What follows belongs to an exercise in optimizing a design on an open flow for small area, a short achievable clock period and few clock cycles per item; a production flow would make more cautious choices.
In this exercise RTL edits were held to simulation tests only and were not proved equivalent to the original.

==> flow/design.v (outline; a module is shown in full before it is edited, if it fits) <==
// module heater_pid_duty_control_unit: 3051 lines
module heater_pid_duty_control_unit (
    input  logic                                 clk,
    input  logic                                 rst_n,
    input  logic                                 cfg_we,
    input  logic [hpdc_pkg::CFG_ADDR_W-1:0]      cfg_addr,
    input  logic [hpdc_pkg::CFG_DATA_W-1:0]      cfg_wdata,
    input  logic                                 s_tvalid,
    output logic                                 s_tready,
    input  logic [hpdc_pkg::IN_DATA_W-1:0]       s_tdata,
    output logic                                 m_tvalid,
    input  logic                                 m_tready,
    output logic [hpdc_pkg::OUT_DATA_W-1:0]      m_tdata
);
  // ...
==> flow/flow/run.sh <==
#!/bin/bash
# Layout: the standard flow (standard.sh: the standard flow's synthesis and ORFS from floorplan to
# finish, at the design's clock period and constraints), with two changes in how the layout is
# made: the port buffers are buf_4 cells instead of the default delay-buffer choice, and the
# resizer's timing repair aims for 14 ns of setup slack at the 19 ns clock, so that it sizes the
# slowest paths as for a 5 ns clock. make's full output goes to standard.log; each ORFS step
# keeps its own log under orfs/logs/.
export BUFFER_PORTS_ARGS="-buffer_cell sky130_fd_sc_hd__buf_4"
export SETUP_SLACK_MARGIN=14.0
bash standard.sh > standard.log 2>&1
==> flow/standard.sh <==
#!/bin/bash
# synth_recipe.tcl (not shown) runs the flow's synth.tcl, then flattens the netlist and writes it again
# the make line also repeats each setting of config.mk as NAME=value (left out here)
make -C /OpenROAD-flow-scripts/flow DESIGN_CONFIG=/design/flow/config.mk WORK_HOME=/design/flow/orfs CLKGATE_MAP_FILE= SYNTH_SCRIPT=/design/flow/synth_recipe.tcl "${@:-finish}"
==> flow/config.mk <==
export PLATFORM = sky130hd
export DESIGN_NAME = heater_pid_duty_control_unit
export DESIGN_NICKNAME = heater_pid_duty_control_unit
export VERILOG_FILES = /design/flow/design.v
export SDC_FILE = /design/flow/constraint.sdc
export NUM_CORES = 4
export LEC_CHECK = 0
export CAP_MARGIN = 20
export CORE_MARGIN = 2
export CORE_UTILIZATION = 50
export CTS_CLUSTER_DIAMETER = 100
export CTS_CLUSTER_SIZE = 24
export SLEW_MARGIN = 20
==> flow/constraint.sdc <==
create_clock -name core_clock -period 19.0 [get_ports {clk}]
set_input_delay 3.8000 -clock core_clock [delete_from_list [all_inputs] [get_ports {clk}]]
set_output_delay 3.8000 -clock core_clock [all_outputs]
set_load 0.01 [all_outputs]
==> run notes, run 1 <==
After detailed routing, no signal wire sits above met5. The async set-reset flop share out of synthesis is 0.557.

STA classifies the critical path startpoint as a register. The fraction of final cell area spent on non-clock buffers in this run is 0.0357. The tap cell count is ~870. The clock input transition at the sequential cells of the worst setup and hold paths came out at 0.10 ns. Adding up every negative setup slack in the final design gives 0 ns.

The final layout contains routed wiring with a total length of roughly 110000 um. The synthesized design spends more area on one cell type than any other, namely fa_1. The worst min-delay path class is reg -> reg. Before CTS, the worst setup slack after placement is 13.35 ns. In this run the worst setup path begins at bi_neg[1]. The count of placed standard cells in the final layout, fillers left out is between 4000 and 5000. The highest attainable clock frequency is 201 MHz. The global-route usage over all layers came out at 0.311. By area, multi-input combinational cells come first.

Setup violations remaining at the end of the flow were counted as 0. Ranked by total cell area, the synthesized netlist is headed by fa_1 25%, dfrtp_1 11%, edfxtp_1 11%, xnor2_1 8.7%, a22oi_1 7.7%. The global-route wire length before repair came out at 164000 um. The number of filler instances in the final layout is between 5000 and 6000. The total grt overflow is 0. The number of hold violations in the final report came out at 0.

The run finished with no timing, DRC or antenna violations. The number of multi-input combinational cells is ~2400. The number of placed cells counting well taps came out at 4097.

The fraction of standard cell area in multi-input logic is 0.646. The flip-flop and latch count after synthesis came out at slightly above 300. The initial utilization of the core area, before any placement, comes to 0.502.
Testbench counts, summed over its fixed seeds: cycles 24,040, items 24,000.
==> run 2, diff against run 1 <==
--- a/flow/config.mk
+++ b/flow/config.mk
@@ -9,3 +9,3 @@
 export CORE_MARGIN = 2
-export CORE_UTILIZATION = 50
+export CORE_UTILIZATION = 40
 export CTS_CLUSTER_DIAMETER = 100
==> run notes, run 2 <==
The run finished with no timing, DRC or antenna violations. fa_1 is the most common cell in the netlist. Of the total synthesized cell area, the portion taken by full adders, half adders and majority gates is 0.307. The post-synthesis to final-layout area growth came out at 7.79%. The sequential area share after synthesis is 0.246. The top-level port count is 58. The synthesized area per cell came out at 9.99 um^2. The fraction of the core area covered by cells at the end of the flow came out at 0.434. The number of port buffers is 52. The number of hold violations in the final report is 0 (unchanged). The max-slew violation count is 0. The highest attainable clock frequency came out at 204 MHz (+1.5%).

The number of nets still failing antenna checks after routing is 0. The number of filler instances in the final layout is 7922 (+35%). Detailed placement finished with a half-perimeter wire length of 74600 um. The number of clock sinks is 307. The clock latency on the worst-skew pair came out at 0.57 ns. The largest single stage delay on the critical path is 0.40 ns. Among all flip-flop cells after synthesis, the most frequent one is dfrtp_1. Together, buffers and inverters on the worst path number 1.

The share of the synthesized area in the top cell type is 0.245. The arrival time reported for the critical path endpoint is ~1.1 ns. The placer congestion estimate is 0.947. The xor and xnor area share after synthesis is 0.127. The commonest non-fill, non-tap cell in the layout is fa_1. Of the total synthesized cell area, the portion taken by AND, OR, NAND and NOR gates is 0.0804. Setup slack on the critical path of the routed design comes to between 10 and 15 ns. The clock tree from TritonCTS is yes. The number of diodes is 0. For this run, design rule violations remaining after detail routing come to 0.

The count of cell types in the netlist is 80. The final clock skew came out at 0.0178 ns. The worst slack at placement came to 13.22 ns (-0.129 ns). The total number of placement rows is 106. The number of design-rule violations left by the first detailed-router iteration came out at 2984. The number of failing setup endpoints in the final timing report came to 0 (unchanged). The number of buffers added to fix hold violations after cts is 0. Setup repair after global routing left no endpoint under its margin. The worst setup path is launched from a register. The width of the die is about 290 um. The synthesized-area fraction occupied by ao, oa, aoi and oai cells came out at 0.145. The total of warnings raised by yosys came out at 1. Walking the worst path, the cells encountered are buf_4.

In the finished design, the share of the clock period the worst path needs comes to 0.259. The clock input transition at the sequential cells of the worst setup and hold paths came out at 0.10 ns (about the same). The final sum of negative setup slack came out at 0 ns (unchanged). The summed instance area of the synthesized netlist came out at 33600 um^2. The total clock buffers created by CTS is 17.

In this run the number of H-tree levels came out at 1. The min-delay analysis places its worst path in the category reg -> reg. The first detailed-routing pass took 6 iterations. The async set-reset flop share out of synthesis came out at 0.557 (unchanged). The initial antenna violation count is 1. The die height is 294 um. The count of placed standard cells in the final layout, fillers left out came out at 4373 (+5.0%). The global-route wire length before repair came out at 160000 um (-2.7%). The data required time at the worst endpoint came out at 15.20 ns.

The initial core utilization came out at 0.403 (-0.0994). In this run the deepest clock path goes through 3 buffers. The largest fanout on the critical path is 2.

The synthesized netlist cell count is 3367. The max-cap check violation count is 0. The flip-flop and latch count after synthesis is 307 (unchanged). The routed via count divided by cell count is ~5.8.

Clock tree synthesis selected as its root buffer the cell clkbuf_16. The total die area came out at 86400 um^2.

The number of placed cells counting well taps is 4305 (+5.1%). The fraction of layout cells with a size suffix above 1 came out at 0.104. The critical path class is reg -> out. The total grt overflow came to 0 (unchanged). By area the synthesized netlist is led by fa_1 25%, dfrtp_1 11%, edfxtp_1 11%, xnor2_1 8.7%, a22oi_1 7.7%.

The clock period minus final worst setup slack came out at roughly 4.9 ns. In the final design database the tool counted 3899 nets. The global-route usage over all layers is 0.242 (-0.0692). The family of cells with the greatest summed delay on the critical path is flip-flops. The biggest area contributor in the post-synthesis netlist is fa_1. The via count of the first global-routing pass is 25500. In the layout the commonest cells are 409 x fa_1, 368 x inv_1, 341 x a22oi_1.

The aggregate routed wire length is 106000 um (-2.3%). By area, the combinational part of the netlist is dominated by adder cells. For the pin with the worst max-slew slack, the measured transition is between 1 and 1.5 ns. The wire length per cell is 24.2 um.

The portion of netlist area occupied by mux cells came out at 0.0218. In this run the standard cell core region covers 83400 um^2. The final route contains 25400 vias. The worst setup path is captured at an output port.

The maximum number of pins on one net before global-route repair came out at 103. The relative slew slack is 0.320. The number of synthesized flops with an enable pin is 125.

Among all stages on the critical path, the largest delay is contributed by edfxtp_1. In the synthesized netlist, the cells that appear most often are 412 x fa_1, 372 x inv_1, 343 x a22oi_1.
run 2: kinds of logic (layout without fill, tap and decap cells):
logic type,count (synthesis),in the layout
AO/OA/AOI/OAI,726,726
XOR/XNOR,488,488
adder cells (fa/ha/maj),577,577
buffers and inverters,642,565
flip-flops,307,307
multiplexers,64,64
other,1,4
AND/OR/NAND/NOR,562,562
run 2: area by class of cell:
cell class / count / area, um^2 / area share
flip-flops and latches: 307 / 8330 / 0.230
clock inverters: 5 / 46.3 / 0.00128
inverters: 382 / 1470 / 0.0407
clock buffers: 25 / 465 / 0.0128
multi-input cells: 2421 / 23300 / 0.642
repair buffers: 153 / 1290 / 0.0356
well taps: 1080 / 1350 / 0.0373
run 2: final timing paths:
check / startpoint / to / slack (ns) / cells after the start
max in group asynchronous: rst_n / isum_reg[12] / 14.31 / 2
worst max-delay path: o_data[10] / m_tdata[7] / 14.09 / 1
worst min-delay path: s2_code[0] / s3_code[0] / 0.43 / 0
worst max register to register: bi_one[1] / r3_b[17] / 14.11 / 12
min in group asynchronous: rst_n / target_reg[4] / 3.35 / 1
worst min register to register: s2_code[0] / s3_code[0] / 0.43 / 0
run 2: metal layers:
layer,part of all wire,routed length (um),global-route usage,vias to the layer above
li1,-,-,-,11100
met1,0.41,43600,0.332,12600
met2,0.44,46800,0.375,1375
met3,0.10,10800,0.0532,248
met4,0.043,4490,0.0857,0
met5,0,0,0,-
run 2: worst register-to-register path: cells and delay by family (launching register included):
kind                       cells  cell delay, ns
xor gates and xnor gates       1            0.18
AOI/OAI and AO/OA              1            0.18
buffers and inverters          3            0.23
adders and majority gates      7            3.27
DFF                            1            0.77
run 2: repair_timing:
item                                    CTS  global route
endpoints found under the setup margin   76           153
pin swaps                                 1             9
gates resized for setup                  47            76
endpoints found under the hold margin     0             0
setup buffers                            11            27
run 2: stage by stage:
step                      cell area, um^2  hold WS [ns]
after CTS                           35700         0.429
after global routing                36200         0.434
after floorplan                     33600         0.400
final                               36200         0.427
after detailed placement            34900         0.405
after global placement              34900         0.402
==> run 3, diff against run 2 <==
--- a/flow/flow/run.sh
+++ b/flow/flow/run.sh
@@ -9,2 +9,3 @@
 export SETUP_SLACK_MARGIN=14.0
+export CTS_ARGS="-sink_clustering_enable -repair_clock_nets -sink_clustering_size 24 -sink_clustering_max_diameter 100 -num_static_layers 1"
 bash standard.sh > standard.log 2>&1
==> run notes, run 3 <==
The final worst-path cycle share is 0.259 (about the same). The total number of placement rows came out at 106 (unchanged). The root buffer cell is clkbuf_16.

Leaving out fill and tap cells, the most frequent cells in the layout are 410 x fa_1, 367 x inv_1, 342 x a22oi_1. The number of nets still failing antenna checks after routing is 0 (unchanged). The number of diodes is 0 (unchanged). The worst stage delay on the critical path was 0.39 ns (about the same). The arrival time reported for the critical path endpoint came to 1.12 ns (about the same). The worst setup path is launched from a register. The highest attainable clock frequency came out at 203 MHz (about the same).

The max-cap check violation count came out at 0 (unchanged). The total clock buffers created by CTS is 17 (unchanged). The area of all placed cells without fillers came out at 36200 um^2 (-0.18%). The maximum number of pins on one net before global-route repair is 103 (unchanged). The final clock skew came to 0.0162 ns (-0.00168 ns). The initial core utilization came to 0.403 (unchanged). The number of port buffers came out at 52 (unchanged).

The number of filler instances in the final layout came to 7920 (-0.025%). The count of cell types in the netlist is 80 (unchanged). The top-level port count is 58 (unchanged). Relative to the synthesized area, the layout overhead comes to 7.60%. The flow ran to the end and the layout has no timing, DRC or antenna violations. The width of the die is 294 um (unchanged). The commonest cells after synthesis are 412 x fa_1, 372 x inv_1, 343 x a22oi_1. Ranked by total cell area, the synthesized netlist is headed by fa_1 25%, dfrtp_1 11%, edfxtp_1 11%, xnor2_1 8.7%, a22oi_1 7.7%.

The clock latency on the worst-skew pair was 0.57 ns (about the same). The fraction of the core area covered by cells at the end of the flow is 0.434 (-0.000780). The worst min-delay path class is reg -> reg. The sequential area share after synthesis is 0.246 (unchanged). The worst setup path is captured at an output port. The number of clock sinks came out at 307 (unchanged).

The detailed placement HPWL came to 74600 um (unchanged). The number of H-tree levels came out at 1 (unchanged). The fraction of layout cells with a size suffix above 1 came to 0.102 (-0.00200). The number of search-and-repair iterations in the first detailed-routing pass is 8 (+2). The net total in the final layout came to 3895 (-0.10%). The maximum number of buffers from clock root to sink is 3 (unchanged).

The initial antenna violation count is 1 (unchanged). Setup repair after global routing left no endpoint under its margin. Among all stages on the critical path, the largest delay is contributed by edfxtp_1. On the critical path the largest part of the delay comes from flip-flops. For this run, the leading register cell type out of synthesis is dfrtp_1. The synthesized design spends more area on one cell type than any other, namely fa_1. The number of hold violations in the final report is 0 (unchanged). The number of remaining DRC errors is 0 (unchanged). The total grt overflow came out at 0 (unchanged).

The summed instance area of the synthesized netlist is 33600 um^2 (unchanged). Traced cell by cell, the critical path runs through buf_4. The largest fanout on the critical path is 1 (-1). The number of synthesized flops with an enable pin came out at 125 (unchanged). The wire length per cell came to 24.2 um (about the same). The synthesized netlist cell count is 3367 (unchanged). The clock period minus final worst setup slack is 4.92 ns (+0.00280 ns). The synthesized area per cell is 9.99 um^2 (unchanged). The library cell used most frequently in the layout, excluding fill and tap cells, is fa_1. The max-slew violation count is 0 (unchanged). The flip-flop and latch count after synthesis came to 307 (unchanged).

The aggregate routed wire length came to 106000 um (about the same). The share of the synthesized area in the top cell type came out at 0.245 (unchanged). The data required time at the worst endpoint is 15.20 ns (about the same). The die height is 294 um (unchanged).

The global-route wire length before repair was 159000 um (about the same). The total die area came out at 86400 um^2 (unchanged). The worst setup slack for register-to-register paths came to 14.11 ns (about the same). The final sum of negative setup slack is 0 ns (unchanged).

The number of design-rule violations left by the first detailed-router iteration is 2986 (+0.067%). The met3 demand-to-capacity share in global routing is 0.0540 (+0.000755). The async set-reset flop share out of synthesis was 0.557 (unchanged). The busiest metal layer after global routing is met2. The area of the core region came out at 83400 um^2 (unchanged). The routed via count divided by cell count came out at 5.79 (-0.27%). The cell area after placement is 34900 um^2 (unchanged).

TritonCTS built the clock tree. The number of buffers added to fix hold violations after cts came out at 0 (unchanged). The pin slew with the least headroom to its limit came to 1.09 ns (+0.0650 ns). The total via count in the routed design is 25300 (-0.36%). The clock input transition at the sequential cells of the worst setup and hold paths came out at 0.10 ns (about the same). The total of warnings raised by yosys is 1 (unchanged). The placer congestion estimate was 0.947 (unchanged).

The global-route track usage on met1 is 0.332 (about the same). The via count of the first global-routing pass is 25500 (+0.012%). The global-route usage over all layers is 0.242 (+0.000431).

The met2 capacity usage during global routing is 0.374 (-0.000805). The most frequent cell after synthesis is fa_1. The critical path class is reg -> out.

The buffer and inverter count on the worst path came out at 1 (unchanged). The relative slew slack is 0.269 (-0.0510). The number of failing setup endpoints in the final timing report came out at 0 (unchanged).
[run 3: per-layer routing]
layer	up-vias	wire length (um)
li1	11100	-
met1	12700	43800
met2	1280	46500
met3	242	10600
met4	0	4780
met5	-	0
[run 3: cells by family after synthesis]
kind of cell / share of synthesized area
flip-flops: 0.246
adder cells (fa/ha/maj): 0.307
XOR/XNOR: 0.127
AND/OR/NAND/NOR: 0.0804
buffers and inverters: 0.0726
multiplexers: 0.0218
AO/OA/AOI/OAI: 0.145
other: 0.000112
[run 3: cell type report]
class                      count  area (um^2)  area share
multi-input combinational   2421        23200       0.643
tap                         1080         1350      0.0374
inverter                     382         1470      0.0407
clock inverter                 5         46.3     0.00128
sequential                   307         8330       0.230
timing repair buffer         149         1260      0.0348
clock buffer                  25          465      0.0129
[run 3: per-stage QoR]
step	worst slack [ns]	hold WS, ns	std cells
after CTS	13.92	0.429	4345
after detailed placement	13.22	0.405	4305
after floorplan	14.01	0.400	3370
after global routing	13.99	0.434	4369
after global placement	13.23	0.402	4305
final	14.08	0.428	4369
[run 3: path summary, 6_finish.rpt]
kind | cells past startpoint | end | startpoint
worst max-delay path | 1 | m_tdata[3] | o_data[3]
worst min register to register | 0 | s4_code[1] | s3_code[1]
worst max register to register | 12 | r3_b[17] | bi_one[1]
max in group asynchronous | 2 | isum_reg[12] | rst_n
min in group asynchronous | 1 | target_reg[4] | rst_n
worst min-delay path | 0 | s4_code[1] | s3_code[1]
[run 3: repair_timing]
item,4_1_cts,5_1_grt
setup buffers,10,24
endpoints found under the setup margin,76,139
resized for setup,46,73
pin swaps,1,8
endpoints found under the hold margin,0,0
[run 3: worst register-to-register path, stage by stage, from the launching register on]
cell and delay, ns:
dfstp_4 0.78, a22oi_1 0.18, xnor2_2 0.18, fa_1 0.49, fa_1 0.58, fa_1 0.45
fa_1 0.59, inv_1 0.08, fa_1 0.36, inv_1 0.07, fa_1 0.40, inv_1 0.07
fa_1 0.40
==> run 4, diff against run 3 <==
--- a/flow/flow/run.sh
+++ b/flow/flow/run.sh
@@ -9,3 +9,3 @@
 export SETUP_SLACK_MARGIN=14.0
-export CTS_ARGS="-sink_clustering_enable -repair_clock_nets -sink_clustering_size 24 -sink_clustering_max_diameter 100 -num_static_layers 1"
+export CTS_ARGS="-sink_clustering_enable -repair_clock_nets -sink_clustering_size 24 -sink_clustering_max_diameter 100 -sink_clustering_levels 1"
 bash standard.sh > standard.log 2>&1
==> run notes, run 4 <==
The number of cells on the worst reg-to-reg path is 12 (unchanged). The total number of placement rows is 106 (unchanged). TritonCTS built the clock tree. The total routed wire length on the met1 layer came out at 43600 um (-0.35%). The worst setup slack for register-to-register paths came out at 14.11 ns (about the same).

The async set-reset flop share out of synthesis came out at 0.557 (unchanged). Of all cell types, the one taking the most synthesized area is fa_1.

The initial antenna violation count was 1 (unchanged). The sequential area share after synthesis came out at 0.246 (unchanged). The beginning of the worst hold path is s2_code[0].

Walking the worst path, the cells encountered are buf_4. The number of instances on the worst hold path came out at 0 (unchanged). The start of the worst register-to-register path is bi_one[1].

The worst register-to-register path ends at r3_b[17]. The synthesized area per cell is 9.99 um^2 (unchanged). The main flop type after synthesis is dfrtp_1. The share of the synthesized area in the top cell type came out at 0.245 (unchanged). The global-route usage over all layers came to 0.242 (-0.000431). The worst hold slack across all endpoints is 0.427 ns (-0.000275 ns). The family of cells with the greatest summed delay on the critical path is flip-flops. Among all stages on the critical path, the largest delay is contributed by edfxtp_1.

Signal routing reaches up to met4. The number of failing setup endpoints in the final timing report came out at 0 (unchanged). Setup repair after global routing left no endpoint under its margin. The width of the die came to 294 um (unchanged). The worst stage delay on the critical path was 0.40 ns (about the same). The detailed placement HPWL is 74600 um (unchanged). The placer congestion estimate came out at 0.947 (unchanged). The worst slack at placement is 13.22 ns (unchanged). The number of synthesized flops with an enable pin came out at 125 (unchanged). The maximum number of pins on one net before global-route repair is 103 (unchanged).

The detailed-routed wire length on met3 is 10800 um (+1.5%). The pin slew with the least headroom to its limit is 1.02 ns (-0.0650 ns). By area the synthesized netlist is led by fa_1 25%, dfrtp_1 11%, edfxtp_1 11%, xnor2_1 8.7%, a22oi_1 7.7%.

The final sum of negative setup slack is 0 ns (unchanged). The number of remaining DRC errors came out at 0 (unchanged). The clock latency on the worst-skew pair came out at 0.57 ns (about the same). The most frequent cell after synthesis is fa_1.

The net total in the final layout is 3899 (+0.10%). The total clock buffers created by CTS came out at 17 (unchanged). The max-cap check violation count came out at 0 (unchanged). The end point of the worst hold path is s3_code[0]. The area of the core region came out at 83400 um^2 (unchanged). The cell area after placement was 34900 um^2 (unchanged). The arrival time reported for the critical path endpoint was 1.11 ns (about the same). The maximum number of buffers from clock root to sink came out at 3 (unchanged). The initial core utilization is 0.403 (unchanged). The die height was 294 um (unchanged). The number of search-and-repair iterations in the first detailed-routing pass is 6 (-2).

The final worst-path cycle share came out at 0.259 (about the same). The area of all placed cells without fillers is 36200 um^2 (+0.18%). The buffer and inverter count on the worst path is 1 (unchanged). The total die area came out at 86400 um^2 (unchanged). The total of warnings raised by yosys is 1 (unchanged).

The library cell used most frequently in the layout, excluding fill and tap cells, is fa_1. STA classifies the critical path endpoint as an output port. The highest attainable clock frequency is 204 MHz (about the same). The number of placed cells counting well taps is 4305 (unchanged).

The top-level port count came to 58 (unchanged). The count of cell types in the netlist came out at 80 (unchanged). The clock input transition at the sequential cells of the worst setup and hold paths is 0.10 ns (about the same). The count of placed standard cells in the final layout, fillers left out came out at 4373 (+0.092%). The post-layout worst setup margin is 14.09 ns (+0.00280 ns). The total grt overflow came to 0 (unchanged).

The area used by sequential logic in the layout came to 8330 um^2 (unchanged). The synthesized netlist cell count came out at 3367 (unchanged). The number of nets still failing antenna checks after routing came out at 0 (unchanged). The global-route wire length before repair is 160000 um (about the same).

The flip-flop and latch count after synthesis came out at 307 (unchanged). The fraction of layout cells with a size suffix above 1 is 0.104 (+0.00200). STA classifies the critical path startpoint as a register. In this run the worst hold path is classified as reg -> reg. The critical path class is reg -> out. The routed via count divided by cell count is 5.80 (+0.27%). The clock period minus final worst setup slack came out at 4.91 ns (-0.00280 ns). The wire length per cell was 24.2 um (about the same). The number of filler instances in the final layout came to 7922 (+0.025%). The aggregate routed wire length is 106000 um (about the same). The wire length on met2 came out at 46800 um (+0.73%). The summed instance area of the synthesized netlist came out at 33600 um^2 (unchanged). The data required time at the worst endpoint came out at 15.20 ns (about the same). The flow ran to the end and the layout has no timing, DRC or antenna violations. The max-slew violation count was 0 (unchanged).

The final clock skew came out at 0.0178 ns (+0.00168 ns). The largest fanout on the critical path came out at 2 (+1). The via count of the first global-routing pass is 25500 (-0.012%). Relative to the synthesized area, the layout overhead comes to 7.79%. The cell sitting at the root of the clock tree is a clkbuf_16.

The number of clock sinks is 307 (unchanged). The area of the multi-input gates is 23300 um^2 (+0.14%). The number of design-rule violations left by the first detailed-router iteration is 2984 (-0.067%). By count the netlist is led by 412 x fa_1, 372 x inv_1, 343 x a22oi_1. The total via count in the routed design came to 25400 (+0.36%). The fraction of the core area covered by cells at the end of the flow is 0.434 (+0.000780). The relative slew slack came out at 0.320 (+0.0510). The number of H-tree levels came out at 1 (unchanged). In the layout the commonest cells are 409 x fa_1, 368 x inv_1, 341 x a22oi_1. The number of port buffers is 52 (unchanged). The number of hold violations in the final report came out at 0 (unchanged). The number of diodes is 0 (unchanged).
[run 4: cell counts after synthesis]
Identical to the previous run, type by type.
[run 4: worst max path at each step]
stage          cells after the start      endpoint  slack, ns            start
2_1_floorplan                     14      r3_b[20]      14.01        bi_neg[1]
3_3_place_gp                      14      r3_b[18]      13.23  last_err_reg[9]
3_5_place_dp                      14      r3_b[19]      13.22  last_err_reg[9]
4_1_cts                            2  isum_reg[12]      13.97            rst_n
5_1_grt                           14      r3_b[20]      13.98            d2[1]
6_report                           1    m_tdata[7]      14.09       o_data[10]
[run 4: area by class of cell]
cell class              instances  share of cell area
repair buffers                153              0.0356
clock buffers                  25              0.0128
inverters                     382              0.0407
well taps                    1080              0.0373
clock inverters                 5             0.00128
flip-flops and latches        307               0.230
multi-input cells            2421               0.642
[run 4: logic make-up (layout without fill, tap and decap cells)]
family                   Yosys count  count (layout)  share of synthesized area
flip-flops                       307             307                      0.246
other                              1               4                   0.000112
adder cells (fa/ha/maj)          577             577                      0.307
buffers and inverters            642             565                     0.0726
multiplexers                      64              64                     0.0218
AND/OR/NAND/NOR                  562             562                     0.0804
XOR/XNOR                         488             488                      0.127
AO/OA/AOI/OAI                    726             726                      0.145
[run 4: per-layer routing]
layer	GRT usage	up-vias
li1	-	11100
met1	0.332	12600
met2	0.375	1375
met3	0.0532	248
met4	0.0857	0
met5	0	-
[run 4: what timing repair did]
item | 4_1_cts | 5_1_grt
gates resized for setup | 47 | 76
pin swaps | 1 | 9
buffers inserted | 11 | 27
hold buffers | 0 | 0
endpoints found under the setup margin | 76 | 153
==> run 5, diff against run 4 <==
==> flow/flow/run.sh (replaced) <==
#!/bin/bash
# Layout: the standard flow (standard.sh: the standard flow's synthesis and ORFS from floorplan to
# finish, at the design's clock period and constraints), with two changes in how the layout is
# made: the port buffers are buf_4 cells instead of the default delay-buffer choice, and the
# resizer's timing repair aims for 13.9 ns of setup slack at the 19 ns clock, so that it sizes the
# slowest paths as for a 5.1 ns clock. make's full output goes to standard.log; each ORFS step
# keeps its own log under orfs/logs/.
export BUFFER_PORTS_ARGS="-buffer_cell sky130_fd_sc_hd__buf_4"
export SETUP_SLACK_MARGIN=13.9
bash standard.sh > standard.log 2>&1
==> run notes, run 5 <==
The sequential area share after synthesis came to 0.246 (unchanged). The number of hold violations in the final report is 0 (unchanged). The critical path is of the reg -> reg type.

The count of placed standard cells in the final layout, fillers left out was 4349 (-0.55%). By area the synthesized netlist is led by fa_1 25%, dfrtp_1 11%, edfxtp_1 11%, xnor2_1 8.7%, a22oi_1 7.7%. The family of cells with the greatest summed delay on the critical path is adder cells. The routed via count divided by cell count is 5.79 (-0.21%). The number of port buffers came out at 52 (unchanged). The maximum number of pins on one net before global-route repair is 70 (-32%). The number of buffers added to fix hold violations after cts is 0 (unchanged). The via count of the first global-routing pass is 25400 (-0.27%). The total via count in the routed design is 25200 (-0.76%).

The number of diodes is 0 (unchanged). The relative slew slack came out at 0.255 (-0.0648). The maximum number of buffers from clock root to sink came out at 3 (unchanged). The arrival time reported for the critical path endpoint is 5.28 ns (+4.17 ns).

The post-synthesis to final-layout area growth is 6.74%. The share of the synthesized area in the top cell type came out at 0.245 (unchanged). The flip-flop and latch count after synthesis came out at 307 (unchanged). The number of synthesized flops with an enable pin came to 125 (unchanged).

The worst hold path begins at s3_code[0]. The clock input transition at the sequential cells of the worst setup and hold paths came out at 0.10 ns (about the same). The number of logic stages on the critical path including buffering came out at 12 (+11).

The final clock skew came out at 0.0404 ns (+0.0225 ns). STA classifies the critical path endpoint as a register.

The net total in the final layout is 3874 (-0.64%). The total of warnings raised by yosys is 1 (unchanged). The worst register-to-register path ends at r3_b[17]. The number of nets still failing antenna checks after routing was 0 (unchanged). The clock latency on the worst-skew pair is 0.59 ns (+0.02 ns). The number of failing setup endpoints in the final timing report came out at 0 (unchanged). The width of the die came to 294 um (unchanged). The initial core utilization is 0.403 (unchanged). The synthesized netlist cell count is 3367 (unchanged). The area of all placed cells without fillers is 35900 um^2 (-0.98%).

The total die area is 86400 um^2 (unchanged). The final worst-path cycle share is 0.262 (+0.00355). The commonest cells after synthesis are 412 x fa_1, 372 x inv_1, 343 x a22oi_1. The fraction of layout cells with a size suffix above 1 is 0.0930 (-0.0115). The placer congestion estimate came out at 0.947 (about the same). The worst stage delay on the critical path is 0.64 ns (+0.24 ns).

TritonCTS built the clock tree. The final sum of negative setup slack is 0 ns (unchanged). The synthesized area per cell came to 9.99 um^2 (unchanged). The detailed placement HPWL came to 74800 um (+0.30%).

The data required time at the worst endpoint is 19.30 ns (+4.10 ns). The cell area after placement came out at 34900 um^2 (about the same). The start of the worst register-to-register path is bi_neg[3]. The area used by sequential logic in the layout came out at 8310 um^2 (-0.24%). The total grt overflow came out at 0 (unchanged). The worst setup slack for register-to-register paths is 14.02 ns (-0.09 ns). The flow ran to the end and the layout has no timing, DRC or antenna violations. The number of placed cells counting well taps is 4305 (unchanged). For this run, the leading register cell type out of synthesis is dfrtp_1.

The number of cells on the worst reg-to-reg path is 12 (unchanged). The largest fanout on the critical path came to 25 (+23). The number of clock sinks is 307 (unchanged).

The number of filler instances in the final layout is 7994 (+0.91%). The highest attainable clock frequency is 201 MHz (-1.4%). The number of remaining DRC errors came to 0 (unchanged). The count of cell types in the netlist came out at 80 (unchanged). The aggregate routed wire length was 105000 um (-1.0%). The path class of the tightest hold or removal check is reg -> reg. The max-cap check violation count is 0 (unchanged).

The worst hold slack across all endpoints came out at 0.426 ns (-0.000981 ns). The end point of the worst hold path is s4_code[0]. The area of the core region came out at 83400 um^2 (unchanged). STA classifies the critical path startpoint as a register. The number of design-rule violations left by the first detailed-router iteration came out at 2891 (-3.1%). Summed over all instances, the cell type with the most area after synthesis is fa_1.

Walking the worst path, the cells encountered are inv_6 > xnor2_1 > fa_1 > fa_1 > fa_1 > fa_1 > inv_1 > fa_1 > inv_1 > fa_1 > inv_1 > fa_1. The total clock buffers created by CTS is 18 (+1). The number of search-and-repair iterations in the first detailed-routing pass was 6 (unchanged). Counting stages on the worst path, the most repeated cell is fa_1. In the layout the commonest cells are 412 x fa_1, 369 x inv_1, 343 x a22oi_1.

The number of H-tree levels was 1 (unchanged). Leaving out fill and tap cells, the most frequent cell in the layout is fa_1. The buffer and inverter count on the worst path is 4 (+3). The global-route wire length before repair came out at 159000 um (-0.48%).

The wire length per cell is 24.1 um (-0.49%). The slowest stage of the critical path belongs to the cell dfrtp_1. The initial antenna violation count is 1 (unchanged).

The area of the multi-input gates came out at 23100 um^2 (-0.56%). Setup repair after global routing left no endpoint under its margin. The most common cell in the synthesized netlist is fa_1.

The async set-reset flop share out of synthesis is 0.557 (unchanged). The global-route usage over all layers came out at 0.241 (-0.000272). The max-slew violation count is 0 (unchanged). The root buffer cell is clkbuf_16. The total number of placement rows is 106 (unchanged). The die height came to 294 um (unchanged).

The pin slew with the least headroom to its limit came out at 1.11 ns (+0.0854 ns). The summed instance area of the synthesized netlist is 33600 um^2 (unchanged). The clock period minus final worst setup slack is 4.98 ns (+0.0674 ns).

The top-level port count is 58 (unchanged). The number of instances on the worst hold path came out at 0 (unchanged).
## run 5: worst max-delay path by stage
stage,startpoint,end
final,bi_neg[3],r3_b[17]
after detailed placement,bi_neg[0],r3_b[17]
after global routing,last_err_reg[7],r3_b[17]
after global placement,bi_neg[0],r3_b[17]
after floorplan,last_err_reg[9],r3_b[18]
after CTS,isum_reg[10],r3_b[17]
## run 5: cell families after synthesis
| kind of cell | after synthesis | share of synthesized area |
|---|---|---|
| buf+inv | 642 | 0.0726 |
| compound gates | 726 | 0.145 |
| xor+xnor | 488 | 0.127 |
| mux | 64 | 0.0218 |
| flops | 307 | 0.246 |
| simple gates | 562 | 0.0804 |
| other cells | 1 | 0.000112 |
| fa+ha+maj | 577 | 0.307 |
## run 5: per-stage QoR
stage	util	worst slack (ns)
floorplan	-	13.94
global route	0.430	13.90
finish	0.430	14.02
CTS	0.427	13.89
detailed placement	0.418	13.39
global placement	0.418	13.39
## run 5: layout make-up
type	count	area share
multi-input combinational	2421	0.645
sequential	307	0.232
inverter	382	0.0411
tap	1080	0.0377
timing repair buffer	127	0.0284
clock buffer	27	0.0135
clock inverter	5	0.00265
## run 5: timing repair
action,CTS,global route
setup endpoints to repair,74,60
setup buffers,6,6
resized for setup,32,44
pin swaps,1,1
## run 5: routing by layer
layer | vias up | GRT usage | share of wire
li1 | 11100 | - | -
met5 | - | 0 | 0.00012
met3 | 255 | 0.0560 | 0.10
met1 | 12600 | 0.331 | 0.41
met4 | 2 | 0.0896 | 0.043
met2 | 1320 | 0.371 | 0.44
==> run 6, diff against run 5 <==
==> flow/flow/run.sh (replaced) <==
#!/bin/bash
# Layout: the standard flow (standard.sh: the standard flow's synthesis and ORFS from floorplan to
# finish, at the design's clock period and constraints), with three changes in how the layout
# is made:
# - synthesis skips Yosys's early "abc -fast" (SYNTH_ARGS=-noabc), so that the full adders of
#   the generated adder tree are extracted as written, without polarity inverters between them
#   (the registers are the same as the standard synthesis's);
# - the port buffers are buf_4 cells instead of the default delay-buffer choice;
# - the resizer's timing repair aims for 14 ns of setup slack at the 19 ns clock, so that it
#   sizes the slowest paths as for a 5 ns clock.
# make's full output goes to standard.log; each ORFS step keeps its own log under orfs/logs/.
export SYNTH_ARGS="-noabc"
export BUFFER_PORTS_ARGS="-buffer_cell sky130_fd_sc_hd__buf_4"
export SETUP_SLACK_MARGIN=14.0
bash standard.sh > standard.log 2>&1
--- a/flow/config.mk
+++ b/flow/config.mk
@@ -7,2 +7,3 @@
 export LEC_CHECK = 0
+export ABC_AREA = 1
 export CAP_MARGIN = 20
==> run notes, run 6 <==
The highest attainable clock frequency is 201 MHz (+0.19%). The clock period minus final worst setup slack came out at 4.97 ns (-0.00930 ns). The final clock skew is 0.0284 ns (-0.0119 ns).

The final sum of negative setup slack is 0 ns (unchanged). The number of diodes is 0 (unchanged). The wire length per cell is 23.8 um (-1.2%). The count of placed standard cells in the final layout, fillers left out is 4707 (+8.2%).

The area of the core region came to 82100 um^2 (-1.6%). The clock input transition at the sequential cells of the worst setup and hold paths is 0.10 ns (about the same). The global-route wire length before repair is 169000 um (+6.4%). STA classifies the critical path endpoint as an output port.

The initial antenna violation count is 0 (-1). The maximum number of buffers from clock root to sink came to 3 (unchanged). The maximum number of pins on one net before global-route repair is 96 (+37%). The sequential area share after synthesis came out at 0.249 (+0.00307).

The number of design-rule violations left by the first detailed-router iteration is 3064 (+6.0%). The number of hold violations in the final report was 0 (unchanged). The summed instance area of the synthesized netlist came out at 33200 um^2 (-1.2%). The total number of placement rows is 105 (-0.94%). The number of cells on the worst reg-to-reg path is 11 (-1). The total of warnings raised by yosys is 1 (unchanged). The synthesized design spends more area on one cell type than any other, namely fa_1. The width of the die came out at 292 um (-0.61%).

The relative slew slack came out at 0.349 (+0.0939). The worst hold slack across all endpoints is 0.427 ns (+0.000868 ns). The most frequent cell after synthesis is nand2_1. The max-slew violation count is 0 (unchanged). The routed via count divided by cell count came out at 5.79 (about the same). STA classifies the critical path startpoint as a register. The clock tree from TritonCTS is yes.

The detailed placement HPWL is 80100 um (+7.1%). The async set-reset flop share out of synthesis came out at 0.557 (unchanged). The post-synthesis to final-layout area growth is 9.65%. The max-cap check violation count is 0 (unchanged). The count of cell types in the netlist is 53 (-34%). The flip-flop and latch count after synthesis came out at 307 (unchanged). The number of nets still failing antenna checks after routing came out at 0 (unchanged). The number of logic stages on the critical path including buffering is 1 (-11). The fraction of layout cells with a size suffix above 1 came out at 0.0990 (+0.00599). Setup repair after global routing could not meet its margin everywhere. The number of buffers added to fix hold violations after cts is 0 (unchanged). The pin slew with the least headroom to its limit is 0.977 ns (-0.129 ns).

The initial core utilization came to 0.404 (+0.00140). Walking the worst path, the cells encountered are buf_6. The buffer and inverter count on the worst path is 1 (-3). The total via count in the routed design was 27200 (+8.1%).

The via count of the first global-routing pass came out at 27100 (+6.9%). The total die area came out at 85300 um^2 (-1.2%). The share of the synthesized area in the top cell type is 0.248 (+0.00306). In the synthesized netlist the dominant register cell turns out to be dfrtp_1.

The synthesized netlist cell count came to 3613 (+7.3%). The cell type of the slowest stage on the worst timing path is edfxtp_1. The net total in the final layout came to 4245 (+9.6%). The top-level port count came to 58 (unchanged). By startpoint and endpoint, the worst setup path is classified as reg -> out. The number of H-tree levels is 1 (unchanged). Leaving out fill and tap cells, the most frequent cell in the layout is nand2_1. The aggregate routed wire length was 112000 um (+6.9%). The number of placed cells counting well taps came to 4584 (+6.5%). The data required time at the worst endpoint is 15.20 ns (-4.10 ns). The number of instances on the worst hold path came to 0 (unchanged). The final worst-path cycle share is 0.262 (-0.000489). The commonest cells after synthesis are 594 x nand2_1, 437 x xor2_1, 412 x fa_1.

The number of synthesized flops with an enable pin is 125 (unchanged). The number of failing setup endpoints in the final timing report is 0 (unchanged). The largest fanout on the critical path came to 2 (-92%).

The number of remaining DRC errors is 0 (unchanged). The number of clock sinks came out at 307 (unchanged). The worst stage delay on the critical path came out at 0.43 ns (-0.21 ns). The number of port buffers came out at 52 (unchanged).

The run finished with no timing, DRC or antenna violations. The global-route usage over all layers is 0.261 (+0.0198).

The total clock buffers created by CTS came out at 20 (+2). The tree is rooted in a clkbuf_16. The worst min-delay path class is reg -> reg. The number of search-and-repair iterations in the first detailed-routing pass came to 6 (unchanged).

The total grt overflow was 0 (unchanged). The cell family contributing the most delay on the critical path is flip-flops. The die height is 292 um (-0.61%).

The clock latency on the worst-skew pair is 0.61 ns (+0.02 ns). Yosys attributes the largest share of cell area to fa_1 25%, dfrtp_1 12%, xor2_1 12%, edfxtp_1 11%, o22ai_1 7.2%. The synthesized area per cell came out at 9.19 um^2 (-8.0%). The arrival time reported for the critical path endpoint came out at 1.17 ns (-4.11 ns). The number of filler instances in the final layout is 7947 (-0.59%). The placer congestion estimate is 1.00 (+5.6%). The top cell types in the final layout, fill and taps aside, are 592 x nand2_1, 435 x xor2_1, 399 x fa_1.
## run 6: cell count changes after synthesis, moves of 37 or more
cell	before	now
xnor2_1	334	42
clkbuf_1	215	119
mux2_2	43	0
nor2b_1	37	0
nand2_1	208	594
xor2_1	154	437
nand3_1	34	109
a22oi_1	343	0
o22ai_1	3	382
nor2_1	109	155
## run 6: timing repair
action,in CTS,in global routing
setup endpoints to repair,31,128
setup buffers,55,26
pin swaps,0,11
gates resized for setup,49,78
gates cloned,4,1
## run 6: per-stage QoR
stage	util	area [um^2]	worst slack (ns)
2_1_floorplan	-	33200	14.03
3_3_place_gp	0.420	34500	13.40
3_5_place_dp	0.420	34500	13.34
4_1_cts	0.436	35800	14.00
5_1_grt	0.443	36400	13.87
6_report	0.443	36400	14.03
## run 6: path summary, 6_finish.rpt
kind                       startpoint            end  slack, ns
max                        o_data[10]     m_tdata[7]      14.03
min                        s2_code[0]     s3_code[0]       0.43
min reg2reg                s2_code[0]     s3_code[0]       0.43
max in group asynchronous       rst_n      bi_two[1]      14.50
max reg2reg                 bi_one[0]       r3_b[15]      14.08
min in group asynchronous       rst_n  target_reg[6]       3.28
## run 6: per-layer routing
layer | share of wire | global-route usage
met1 | 0.41 | 0.349
met3 | 0.10 | 0.0610
met4 | 0.058 | 0.136
met2 | 0.43 | 0.394
met5 | 0 | 0
## run 6: cell families after synthesis
logic type / after synthesis / share of synthesized area
AOI/OAI and AO/OA: 713 / 0.126
xor gates and xnor gates: 479 / 0.126
adders and majority gates: 582 / 0.312
buffers and inverters: 598 / 0.0702
DFF: 307 / 0.249
other: 1 / 0.000113
and+or+nand+nor: 933 / 0.116
## run 6: area by class of cell
type | count | area (um^2) | share of cell area
multi-input combinational | 2712 | 22800 | 0.627
sequential | 307 | 8290 | 0.228
timing repair buffer | 178 | 1640 | 0.0449
inverter | 400 | 1630 | 0.0449
tap | 1070 | 1340 | 0.0368
clock buffer | 26 | 523 | 0.0144
clock inverter | 10 | 146 | 0.00402
timing repair inverter | 4 | 25.0 | 0.000687
==> run 7, diff against run 6 <==
--- a/flow/config.mk
+++ b/flow/config.mk
@@ -7,3 +7,2 @@
 export LEC_CHECK = 0
-export ABC_AREA = 1
 export CAP_MARGIN = 20
@@ -13,2 +12,3 @@
 export CTS_CLUSTER_SIZE = 24
+export GPL_TIMING_DRIVEN = 0
 export SLEW_MARGIN = 20
==> run notes, run 7 <==
The library cells used most frequently in the layout, excluding fill and tap cells, are 394 x xnor2_1, 386 x fa_1, 318 x a22oi_1. The share of the synthesized area in the top cell type is 0.251 (+0.00246). The clock period minus final worst setup slack is 5.09 ns (+0.118 ns). The clock input transition at the sequential cells of the worst setup and hold paths was 0.10 ns (about the same).

The number of filler instances in the final layout came out at 7854 (-1.2%). The post-layout worst setup margin came out at 13.91 ns (-0.118 ns). The placer congestion estimate came out at 1.04 (+3.9%).

The number of remaining DRC errors came to 0 (unchanged). The highest attainable clock frequency is 197 MHz (-2.3%). The async set-reset flop share out of synthesis came out at 0.557 (unchanged).

The fraction of layout cells with a size suffix above 1 came out at 0.160 (+0.0608). The synthesized area per cell is 10.5 um^2 (+14%). The fraction of the core area covered by cells at the end of the flow came to 0.452 (+0.00905). The final worst-path cycle share came out at 0.268 (+0.00621). The area of the multi-input gates is 23500 um^2 (+3.1%).

The total die area came out at 84500 um^2 (-0.97%). STA classifies the critical path startpoint as a register. The total grt overflow is 0 (unchanged). The commonest non-fill, non-tap cell in the layout is xnor2_1.

By area the synthesized netlist is led by fa_1 25%, dfrtp_1 12%, edfxtp_1 11%, xnor2_1 11%, a22oi_1 7.8%. The number of synthesized flops with an enable pin is 125 (unchanged). The detailed placement HPWL is 93400 um (+17%). The tightest min-delay check is of the reg -> reg type.

The initial antenna violation count came out at 2 (+2). The critical path is of the reg -> out type. The total number of placement rows is 105 (unchanged). The area used by sequential logic in the layout came out at 8290 um^2 (about the same). The count of placed standard cells in the final layout, fillers left out was 4336 (-7.9%). The arrival time reported for the critical path endpoint came out at 1.29 ns (+0.12 ns). The worst slack at placement is 13.12 ns (-0.217 ns).

The relative slew slack came out at 0.203 (-0.146). The number of nets still failing antenna checks after routing came out at 0 (unchanged). The net total in the final layout is 3871 (-8.8%).

The commonest cells after synthesis are 412 x fa_1, 410 x xnor2_1, 342 x a22oi_1. The post-synthesis to final-layout area growth is 12.4%. The number of H-tree levels is 1 (unchanged). The area of the core region is 81700 um^2 (-0.48%). The total clock buffers created by CTS came to 23 (+15%).

The die height was 291 um (-0.48%). The number of placed cells counting well taps came out at 4259 (-7.1%). The sequential area share after synthesis came out at 0.252 (+0.00247). The maximum number of pins on one net before global-route repair came to 92 (-4.2%). The routed via count divided by cell count is 5.98 (+3.4%). The total via count in the routed design came out at 25900 (-4.8%).

The global-route usage over all layers came out at 0.280 (+0.0190). The number of failing setup endpoints in the final timing report came to 0 (unchanged). The wire length per cell is 27.4 um (+15%). The endpoint type of the worst setup path is an output port. The via count of the first global-routing pass is 26200 (-3.4%).

The largest total area in the synthesized netlist belongs to fa_1. The number of port buffers came to 49 (-5.8%). The number of search-and-repair iterations in the first detailed-routing pass is 6 (unchanged). The synthesized netlist cell count came out at 3134 (-13%).

TritonCTS built the clock tree. The global-route wire length before repair came out at 176000 um (+4.4%). Setup repair after global routing could not meet its margin everywhere.

The initial core utilization came to 0.402 (-0.00203). The number of design-rule violations left by the first detailed-router iteration came out at 2802 (-8.6%). The summed instance area of the synthesized netlist is 32900 um^2 (-0.98%). The total of warnings raised by yosys is 1 (unchanged). The width of the die is 291 um (-0.48%). The top-level port count came out at 58 (unchanged). The count of cell types in the netlist was 91 (+72%). The aggregate routed wire length is 119000 um (+6.3%). The max-cap check violation count is 0 (unchanged). In the synthesized netlist the dominant register cell turns out to be dfrtp_1. The worst hold slack across all endpoints came to 0.424 ns (-0.00296 ns). Clock tree synthesis selected as its root buffer the cell clkbuf_16. The largest fanout on the critical path came to 2 (unchanged). The final clock skew is 0.0381 ns (+0.00970 ns). The run finished with no timing, DRC or antenna violations.

The clock latency on the worst-skew pair came out at 0.62 ns (about the same). The number of clock sinks is 307 (unchanged). The number of diodes came out at 0 (unchanged). The data required time at the worst endpoint is 15.20 ns (about the same). The max-slew violation count was 0 (unchanged). The flip-flop and latch count after synthesis is 307 (unchanged). The final sum of negative setup slack is 0 ns (unchanged). The number of buffers added to fix hold violations after cts came out at 0 (unchanged). The number of hold violations in the final report came to 0 (unchanged). The most common cell in the synthesized netlist is fa_1.

The pin slew with the least headroom to its limit is 1.18 ns (+0.208 ns). The maximum number of buffers from clock root to sink came out at 3 (unchanged).
run 7: changes by cell type after synthesis, sizes merged, moves of 232 or more:
cell,change
xor2,-398
o22ai,-378
xnor2,+369
nand2,-355
a22oi,+342
inv,-232
run 7: area by class of cell:
cell class | instances | share of cell area
clock inverter | 15 | 0.00487
inverter | 157 | 0.0165
sequential | 307 | 0.224
clock buffer | 27 | 0.0162
buffer | 255 | 0.0459
timing repair buffer | 87 | 0.0197
tap | 1070 | 0.0362
multi-input combinational | 2418 | 0.636
run 7: cells by family after synthesis:
| logic type | share of synthesized area |
|---|---|
| other cells | 0.000114 |
| buf+inv | 0.0492 |
| xor+xnor | 0.120 |
| mux | 0.0244 |
| simple gates | 0.0904 |
| compound gates | 0.149 |
| flops | 0.252 |
| fa+ha+maj | 0.316 |
run 7: worst max-delay path, cell delays in order (launching register included):
cell,delay (ns)
edfxtp_1,0.41
buf_4,0.15
buf_6,0.11
run 7: final timing paths:
check | start | slack (ns) | depth (start not counted) | to
setup / recovery | o_data[10] | 13.91 | 2 | m_tdata[11]
hold / removal | s2_code[1] | 0.42 | 0 | s3_code[1]
setup reg to reg | bi_two[2] | 14.02 | 11 | r3_b[16]
hold reg to reg | s2_code[1] | 0.42 | 0 | s3_code[1]
max in group asynchronous | rst_n | 14.93 | 2 | kd_reg[4]
min in group asynchronous | rst_n | 3.13 | 1 | target_reg[7]
run 7: per-stage QoR:
step | area [um^2]
3_3_place_gp | 34600
2_1_floorplan | 32900
6_report | 37000
4_1_cts | 36200
3_5_place_dp | 34700
5_1_grt | 37000
run 7: what timing repair did:
action | in CTS | in global routing
setup endpoints to repair | 65 | 110
setup buffers | 11 | 23
resized for setup | 274 | 261
pin swaps | 12 | 47
gates cloned | 0 | 1
run 7: routing by layer:
layer | share of wire | global-route usage | vias up
li1 | - | - | 11100
met1 | 0.41 | 0.377 | 13200
met2 | 0.44 | 0.430 | 1322
met3 | 0.095 | 0.0602 | 316
met4 | 0.059 | 0.134 | 2
met5 | 0.00011 | 0 | -
==> run 8, diff against run 7 <==
--- a/flow/config.mk
+++ b/flow/config.mk
@@ -12,3 +12,2 @@
 export CTS_CLUSTER_SIZE = 24
-export GPL_TIMING_DRIVEN = 0
 export SLEW_MARGIN = 20
==> run notes, run 8 <==
The flow ran to the end and the layout has no timing, DRC or antenna violations. The detailed-routed wire length on met3 came out at 9910 um (-12%). The share of the synthesized area in the top cell type came to 0.251 (unchanged).

The number of nets still failing antenna checks after routing was 0 (unchanged). The endpoint of the lowest-slack register-to-register path is r3_b[16]. The number of filler instances in the final layout was 7826 (-0.36%).

The arrival time reported for the critical path endpoint came out at 1.13 ns (-0.16 ns). The clock period minus final worst setup slack is 4.93 ns (-0.162 ns). Among cell families on the critical path, the largest total delay comes from flip-flops. The clock input transition at the sequential cells of the worst setup and hold paths is 0.10 ns (about the same). Leaving out fill and tap cells, the most frequent cells in the layout are 412 x fa_1, 409 x xnor2_1, 342 x a22oi_1. The startpoint identified for the worst register-to-register timing path is last_err_reg[2]. The detailed placement HPWL came to 72700 um (-22%). The die height came out at 291 um (unchanged). The initial core utilization was 0.402 (unchanged).

The initial antenna violation count was 0 (-2). The critical path ends at m_tdata[8]. The max-cap check violation count was 0 (unchanged).

The largest fanout on the critical path is 1 (-1). The fraction of layout cells with a size suffix above 1 came out at 0.105 (-0.0544). The total die area came to 84500 um^2 (unchanged). The commonest non-fill, non-tap cell in the layout is fa_1. The clock latency on the worst-skew pair came to 0.58 ns (-0.04 ns). The wire length per cell came out at 24.9 um (-9.1%). The number of failing setup endpoints in the final timing report is 0 (unchanged).

The area of the core region is 81700 um^2 (unchanged). The count of placed standard cells in the final layout, fillers left out came out at 4116 (-5.1%). The buffer and inverter count on the worst path came out at 1 (-1). The area of all placed cells without fillers came to 35200 um^2 (-4.8%). The global-route usage over all layers came out at 0.239 (-0.0409). The number of placed cells counting well taps came out at 4061 (-4.6%).

The most frequent cell after synthesis is fa_1. In the synthesized netlist the dominant register cell turns out to be dfrtp_1. The path class of the tightest hold or removal check is reg -> reg.

The pin slew with the least headroom to its limit came out at 1.01 ns (-0.174 ns). After synthesis, the most frequently instantiated cells are 412 x fa_1, 410 x xnor2_1, 342 x a22oi_1. The count of cell types in the netlist came out at 91 (unchanged). The highest metal layer carrying signal wires in the routed design is met4.

The aggregate routed wire length came out at 103000 um (-14%). The number of clock sinks is 307 (unchanged). The via count of the first global-routing pass came out at 24700 (-5.7%). The critical path in this run is classified as reg -> out. The global-route wire length before repair is 156000 um (-11%). The top-level port count came out at 58 (unchanged). The number of design-rule violations left by the first detailed-router iteration is 2683 (-4.2%). The number of diodes came out at 0 (unchanged). The number of search-and-repair iterations in the first detailed-routing pass is 6 (unchanged). The number of cells on the worst reg-to-reg path came out at 9 (-2). The number of synthesized flops with an enable pin is 125 (unchanged). The total of warnings raised by yosys was 1 (unchanged). The signal on the critical path passes through buf_4. The flip-flop and latch count after synthesis is 307 (unchanged). The synthesized netlist cell count came to 3134 (unchanged).

The number of buffers added to fix hold violations after cts was 0 (unchanged). The final sum of negative setup slack came to 0 ns (unchanged).

The largest total area in the synthesized netlist belongs to fa_1. The width of the die is 291 um (unchanged). The relative slew slack is 0.325 (+0.122). The placer congestion estimate came out at 0.880 (-15%). The number of remaining DRC errors was 0 (unchanged).

The number of port buffers is 52 (+6.1%). The total via count in the routed design came out at 24400 (-6.1%). The total number of placement rows came out at 105 (unchanged).

The final clock skew came out at 0.0205 ns (-0.0176 ns). The number of hold violations in the final report came to 0 (unchanged). The worst stage delay on the critical path was 0.40 ns (about the same). The cell type of the slowest stage on the worst timing path is edfxtp_1. The endpoint type of the worst setup path is an output port. The async set-reset flop share out of synthesis is 0.557 (unchanged). The routed via count divided by cell count is 5.92 (-1.1%). The wire length on met2 came out at 46100 um (-12%). The final worst-path cycle share is 0.259 (-0.00854). TritonCTS built the clock tree. After synthesis, the cell types taking the most area are fa_1 25%, dfrtp_1 12%, edfxtp_1 11%, xnor2_1 11%, a22oi_1 7.8%. The max-slew violation count is 0 (unchanged). The total grt overflow came out at 0 (unchanged).

The highest attainable clock frequency came to 203 MHz (+3.3%). The worst setup path is launched from a register. The root buffer cell is clkbuf_16. The number of H-tree levels is 1 (unchanged). The net total in the final layout came out at 3655 (-5.6%). The maximum number of buffers from clock root to sink was 3 (unchanged).

The total clock buffers created by CTS was 19 (-17%). The synthesized area per cell came to 10.5 um^2 (unchanged). The maximum number of pins on one net before global-route repair came to 72 (-22%). Setup repair after global routing left no endpoint under its margin. The worst setup slack for register-to-register paths was 14.09 ns (+0.07 ns).

The total routed wire length on the met1 layer came to 43600 um (-9.9%). The number of logic stages on the critical path including buffering came out at 1 (-1). Tracing the worst setup path back leads to its startpoint at o_data[7]. The summed instance area of the synthesized netlist came to 32900 um^2 (unchanged). The sequential area share after synthesis is 0.252 (unchanged). From synthesis to final layout, the design area changed by 7.05%. The cell area after placement came out at 34100 um^2 (-1.9%). The data required time at the worst endpoint is 15.20 ns (about the same).
==> run 8: cell counts after synthesis <==
Identical to the previous run, type by type.
==> run 8: area by class of cell <==
cell class	instances	area [um^2]	share of cell area
timing repair buffer	129	1060	0.0302
tap	1070	1340	0.0380
inverter	157	663	0.0188
clock inverter	8	105	0.00299
sequential	307	8310	0.236
clock buffer	26	512	0.0145
multi-input combinational	2419	23200	0.659
==> run 8: layer usage <==
metal  global-route usage  vias up
met5                    0        -
met4               0.0703        0
met3               0.0502      182
met2                0.372     1215
met1                0.336    12300
li1                     -    10600
==> run 8: worst min path at each step <==
| stage | slack [ns] | cells after the start | end | startpoint |
|---|---|---|---|---|
| final | 0.43 | 0 | s3_code[1] | s2_code[1] |
| after global routing | 0.45 | 0 | s3_code[1] | s2_code[1] |
| after CTS | 0.44 | 0 | s4_code[2] | s3_code[2] |
| after detailed placement | 0.40 | 0 | s3_code[1] | s2_code[1] |
| after global placement | 0.40 | 0 | s3_code[0] | s2_code[0] |
| after floorplan | 0.40 | 0 | s3_code[0] | s2_code[0] |
==> run 8: through the flow <==
stage / hold WS (ns) / util / setup WS, ns
2_1_floorplan: 0.400 / - / 13.93
3_5_place_dp: 0.405 / 0.417 / 13.35
4_1_cts: 0.435 / 0.426 / 13.97
5_1_grt: 0.445 / 0.431 / 14.00
6_report: 0.430 / 0.431 / 14.07
3_3_place_gp: 0.405 / 0.417 / 13.36
==> run 8: cell families (layout without fill, tap and decap cells) <==
| group | count (synthesis) | in the layout | synth area share |
|---|---|---|---|
| flip-flops | 307 | 307 | 0.252 |
| buffers and inverters | 412 | 320 | 0.0492 |
| AND/OR/NAND/NOR | 622 | 623 | 0.0904 |
| multiplexers | 73 | 73 | 0.0244 |
| AO/OA/AOI/OAI | 687 | 687 | 0.149 |
| adder cells (fa/ha/maj) | 582 | 582 | 0.316 |
| XOR/XNOR | 450 | 450 | 0.120 |
| other | 1 | 4 | 0.000114 |
==> run 8: timing repair <==
| action | 4_1_cts | 5_1_grt |
|---|---|---|
| resized for setup | 27 | 50 |
| buffers inserted | 5 | 14 |
| gates cloned | 0 | 1 |
| endpoints found under the hold margin | 0 | 0 |
| setup endpoints to repair | 40 | 58 |
| pin swaps | 1 | 3 |

==> what the ideal ports hide <==
Ports are ideal in the flow. The routed layouts listed here were re-timed in OpenROAD. Step 1, drivers: a clkbuf_16 drives clk and a buf_2 each remaining input, both assumed. Step 2 times the ports against the registers' clock, not the clock port: input delays grow and output delays shrink by t, the midpoint of the rising clock arrivals with the driver on. a / b / c = ideal / step 1 / step 2; a / b = the first two.
run | t (ns) | slack for setup (ns) | worst setup path after step 2 | latest minus earliest clock arrival (ns) | pins driven straight from the clock port
run 1 | 0.629 | 14.013 / 13.996 / 13.652 | input to register | 0.040 / 0.040 | 1
run 2 | 0.616 | 14.087 / 14.030 / 13.578 | input to register | 0.018 / 0.018 | 1
run 3 | 0.621 | 14.085 / 14.026 / 13.586 | input to register | 0.016 / 0.016 | 1
run 4 | 0.616 | 14.087 / 14.030 / 13.578 | input to register | 0.018 / 0.018 | 1
run 5 | 0.625 | 14.020 / 14.006 / 13.584 | input to register | 0.041 / 0.040 | 1
run 6 | 0.659 | 14.029 / 13.961 / 13.474 | input to register | 0.029 / 0.029 | 1
run 7 | 0.659 | 13.912 / 13.854 / 13.412 | input to register | 0.041 / 0.041 | 1
run 8 | 0.627 | 14.074 / 14.013 / 13.504 | input to register | 0.023 / 0.023 | 1
After both steps every run listed still meets setup and hold. The setup slack of run 8, which loses most, moves by -0.061 ns with the drivers and by -0.570 ns with both steps.
